What follows belongs to an exercise in optimizing a design on an open flow for small area and a short achievable clock period; a production flow would make more cautious choices.
Power figures rest on the tool's default switching activity, not on a simulated workload.

## gcd_vector_sequencer
module gcd_vector_sequencer #(
  parameter int WIDTH         = 32,
  parameter int IDX_W         = 4,
  parameter int ADDR_W        = 4,
  parameter int FIN_ADDR      = 9,
  parameter int RST_CYCLES    = 1,
  parameter int SETTLE_CYCLES = 10,
  parameter int TIMEOUT       = 4096
) (
  input  logic              clk,
  input  logic              rst,
  input  logic              start,
  input  logic [IDX_W:0]    n_tests,
  input  logic              vec_we,
  input  logic [IDX_W-1:0]  vec_idx,
  input  logic [WIDTH-1:0]  vec_a,
  input  logic [WIDTH-1:0]  vec_b,
  input  logic [WIDTH-1:0]  vec_g,
  output logic              dut_rst,
  output logic              dut_en,
  output logic              dut_ld,
  output logic [WIDTH-1:0]  dut_a,
  output logic [WIDTH-1:0]  dut_b,
  input  logic [ADDR_W-1:0] dut_addr,
  input  logic [WIDTH-1:0]  dut_res,
  output logic              busy,
  output logic              done,
  output logic [IDX_W:0]    pass_cnt,
  output logic [IDX_W:0]    fail_cnt,
  output logic [IDX_W:0]    timeout_cnt,
  output logic              first_fail_vld,
  output logic [IDX_W-1:0]  first_fail_idx
);
Size: roughly 3200 cells after synthesis, ~0.061 sq mm of cells after synthesis.
export LEC_CHECK = 0
export CAP_MARGIN = 20
export CORE_MARGIN = 2
export CORE_UTILIZATION = 60
export SETUP_SLACK_MARGIN = 2.9
export SLEW_MARGIN = 20
export SYNTH_HIERARCHICAL = 1
create_clock -name core_clock -period 5.0 [get_ports {clk}]
standard.sh (not shown) runs the stock make flow with config.mk's settings and CLKGATE_MAP_FILE= SYNTH_SCRIPT=/design/flow/synth_recipe.tcl, a recipe that flattens the netlist after the stock synthesis.
==> flow/flow/run.sh <==
#!/bin/bash
# The standard layout (standard.sh), with these changes:
#  - port buffers are plain buf_2 cells (buffer_ports -buffer_cell) instead of the delay cells it picks;
#  - clock tree synthesis without dummy loads and with larger sink clusters (fewer leaf buffers).
set -euo pipefail
bash standard.sh \
  BUFFER_PORTS_ARGS="-buffer_cell sky130_fd_sc_hd__buf_2" \
  CTS_ARGS="-sink_clustering_enable -repair_clock_nets -dont_use_dummy_load -sink_clustering_size 25 -sink_clustering_max_diameter 100" \
  finish > standard.log 2>&1
Rerun with:
--- a/flow/config.mk
+++ b/flow/config.mk
@@ -10,3 +10,3 @@
 export CORE_UTILIZATION = 60
-export SETUP_SLACK_MARGIN = 2.9
+export SETUP_SLACK_MARGIN = 3.1
 export SLEW_MARGIN = 20
What happened: Die area does not change; sequential power barely changes; synthesized area is unchanged; setup slack improved by 14 ps; via count came out lower by 1.0%; routed wire length came out lower by 1.3%.
No run of this note included a check of the RTL's function; only the layout flow was run.

* * *

The RTL this note starts from:
==> flow/design.v <==
module gcd_vector_sequencer #(
  parameter int WIDTH         = 32,
  parameter int IDX_W         = 4,
  parameter int ADDR_W        = 4,
  parameter int FIN_ADDR      = 9,
  parameter int RST_CYCLES    = 1,
  parameter int SETTLE_CYCLES = 10,
  parameter int TIMEOUT       = 4096
) (
  input  logic              clk,
  input  logic              rst,
  input  logic              start,
  input  logic [IDX_W:0]    n_tests,
  input  logic              vec_we,
  input  logic [IDX_W-1:0]  vec_idx,
  input  logic [WIDTH-1:0]  vec_a,
  input  logic [WIDTH-1:0]  vec_b,
  input  logic [WIDTH-1:0]  vec_g,
  output logic              dut_rst,
  output logic              dut_en,
  output logic              dut_ld,
  output logic [WIDTH-1:0]  dut_a,
  output logic [WIDTH-1:0]  dut_b,
  input  logic [ADDR_W-1:0] dut_addr,
  input  logic [WIDTH-1:0]  dut_res,
  output logic              busy,
  output logic              done,
  output logic [IDX_W:0]    pass_cnt,
  output logic [IDX_W:0]    fail_cnt,
  output logic [IDX_W:0]    timeout_cnt,
  output logic              first_fail_vld,
  output logic [IDX_W-1:0]  first_fail_idx
);
  localparam int DEPTH = 2 ** IDX_W;
  localparam int CNT_W = IDX_W + 1;
  localparam int TM_W  = $clog2(TIMEOUT);
  logic [WIDTH-1:0] ram_a [DEPTH];
  logic [WIDTH-1:0] ram_b [DEPTH];
  logic [WIDTH-1:0] ram_g [DEPTH];
  logic [WIDTH-1:0] g_q;       
  logic [IDX_W-1:0] ridx;      
  logic [CNT_W-1:0] rem;       
  logic [TM_W-1:0]  cnt;       
  logic             st_drst, st_run, st_settle, st_chk, tmo;
  function automatic logic [CNT_W-1:0] sat_inc(input logic [CNT_W-1:0] v);
    sat_inc = (&v) ? v : v + 1'b1;
  endfunction
  always_ff @(posedge clk) begin
    if (vec_we && !busy) begin
      ram_a[vec_idx] <= vec_a;
      ram_b[vec_idx] <= vec_b;
      ram_g[vec_idx] <= vec_g;
    end
  end
  always_ff @(posedge clk) begin
    dut_a <= ram_a[ridx];
    dut_b <= ram_b[ridx];
    g_q   <= ram_g[ridx];
  end
  wire fin  = (dut_addr == ADDR_W'(FIN_ADDR));
  wire last = (rem == CNT_W'(1));
  wire fail = tmo || (dut_res != g_q);
  always_ff @(posedge clk) begin
    if (dut_ld || (st_run && fin)) cnt <= '0;
    else                           cnt <= cnt + 1'b1;
  end
  always_ff @(posedge clk) begin
    if (st_chk && !first_fail_vld) first_fail_idx <= ridx;
  end
  always_ff @(posedge clk) begin
    if (rst) begin
      dut_rst        <= 1'b1;
      dut_en         <= 1'b0;
      dut_ld         <= 1'b0;
      busy           <= 1'b0;
      done           <= 1'b0;
      pass_cnt       <= '0;
      fail_cnt       <= '0;
      timeout_cnt    <= '0;
      first_fail_vld <= 1'b0;
      st_drst        <= 1'b0;
      st_run         <= 1'b0;
      st_settle      <= 1'b0;
      st_chk         <= 1'b0;
      tmo            <= 1'b0;
      rem            <= '0;
      ridx           <= '0;
    end else begin
      if (!busy) begin
        if (start) begin
          pass_cnt       <= '0;
          fail_cnt       <= '0;
          timeout_cnt    <= '0;
          first_fail_vld <= 1'b0;
          rem            <= n_tests;
          ridx           <= '0;
          if (n_tests == '0) begin
            done <= 1'b1;
          end else begin
            busy    <= 1'b1;
            done    <= 1'b0;
            st_drst <= 1'b1;
          end
        end
      end
      if (st_drst) begin
        st_drst <= 1'b0;
        dut_rst <= 1'b0;
        dut_ld  <= 1'b1;
      end
      if (dut_ld) begin
        dut_ld <= 1'b0;
        dut_en <= 1'b1;
        st_run <= 1'b1;
        tmo    <= 1'b0;
      end
      if (st_run) begin
        if (fin) begin
          st_run    <= 1'b0;
          st_settle <= 1'b1;
        end else if (&cnt) begin
          st_run <= 1'b0;
          st_chk <= 1'b1;
          tmo    <= 1'b1;
          dut_en <= 1'b0;
        end
      end
      if (st_settle && cnt == TM_W'(SETTLE_CYCLES - 1)) begin
        st_settle <= 1'b0;
        st_chk    <= 1'b1;
        dut_en    <= 1'b0;
      end
      if (st_chk) begin
        st_chk <= 1'b0;
        if (fail) begin
          fail_cnt       <= sat_inc(fail_cnt);
          first_fail_vld <= 1'b1;
        end else begin
          pass_cnt <= sat_inc(pass_cnt);
        end
        if (tmo) timeout_cnt <= sat_inc(timeout_cnt);
        ridx    <= ridx + 1'b1;
        rem     <= rem - 1'b1;
        dut_rst <= 1'b1;
        if (last) begin
          busy <= 1'b0;
          done <= 1'b1;
        end else begin
          st_drst <= 1'b1;
        end
      end
    end
  end
endmodule
clock: 5.0 ns
lec_check: 0
cap_margin: 20
core_margin: 2
core_utilization: 40
setup_slack_margin: 2.6
slew_margin: 20
run.sh (not shown) runs the stock make flow with config.mk's settings and CLKGATE_MAP_FILE= SYNTH_SCRIPT=/design/flow/synth_recipe.tcl, a recipe that flattens the netlist after the stock synthesis.
Stock flow here: none of the scripts above is used.
The starting point ran to the end with no violations.
Rerun with:
- SETUP_SLACK_MARGIN: 2.6 -> default
After rerunning:
- sequential share of layout area grows by 0.67 points
- design area went down by 1.2%
- setup slack degrades by 0.45 ns
- routed wire length shrinks by 4.0%
- power came out lower by 0.42%
No functional check of the RTL was part of any run of this note.

## static timing again, ports no longer ideal
In the flow no input, the clock included, has a driving cell. The finished layouts below were timed again as built, in two steps. Step 1: set_driving_cell puts a clkbuf_16 on clk and a buf_2 on each other input, an assumption about the parent block. Step 2 adds t to the input delays and takes it off the output delays; t is the mean of the earliest and latest rising clock arrival at the registers after step 1. Input paths then give back, and output paths get back, about the clock's delay inside the block. a / b / c = ideal ports / drivers / drivers and shift; a / b = the first two.
run | t (ns) | setup WS [ns] | hold slack, ns | clock arrival spread, ns | worst data-port slew with drivers (ns)
the first run of note 1 | 0.750 | 2.806 / 2.733 / 2.112 | 0.397 / 0.397 / 0.397 | 0.038 / 0.039 | 0.16
the second run of note 1 | 0.736 | 2.819 / 2.750 / 2.196 | 0.389 / 0.389 / 0.389 | 0.037 / 0.036 | 0.14
the first run of note 2 | 0.865 | 2.575 / 2.596 / 1.748 | 0.458 / 0.458 / 0.458 | 0.030 / 0.030 | 0.17
the second run of note 2 | 0.851 | 2.126 / 2.065 / 1.297 | 0.470 / 0.470 / 0.470 | 0.031 / 0.031 | 0.17
After both steps every run listed still meets setup and hold. For the second run of note 2, which loses most, drivers alone change the setup slack by -0.061 ns; drivers and shift together by -0.829 ns.
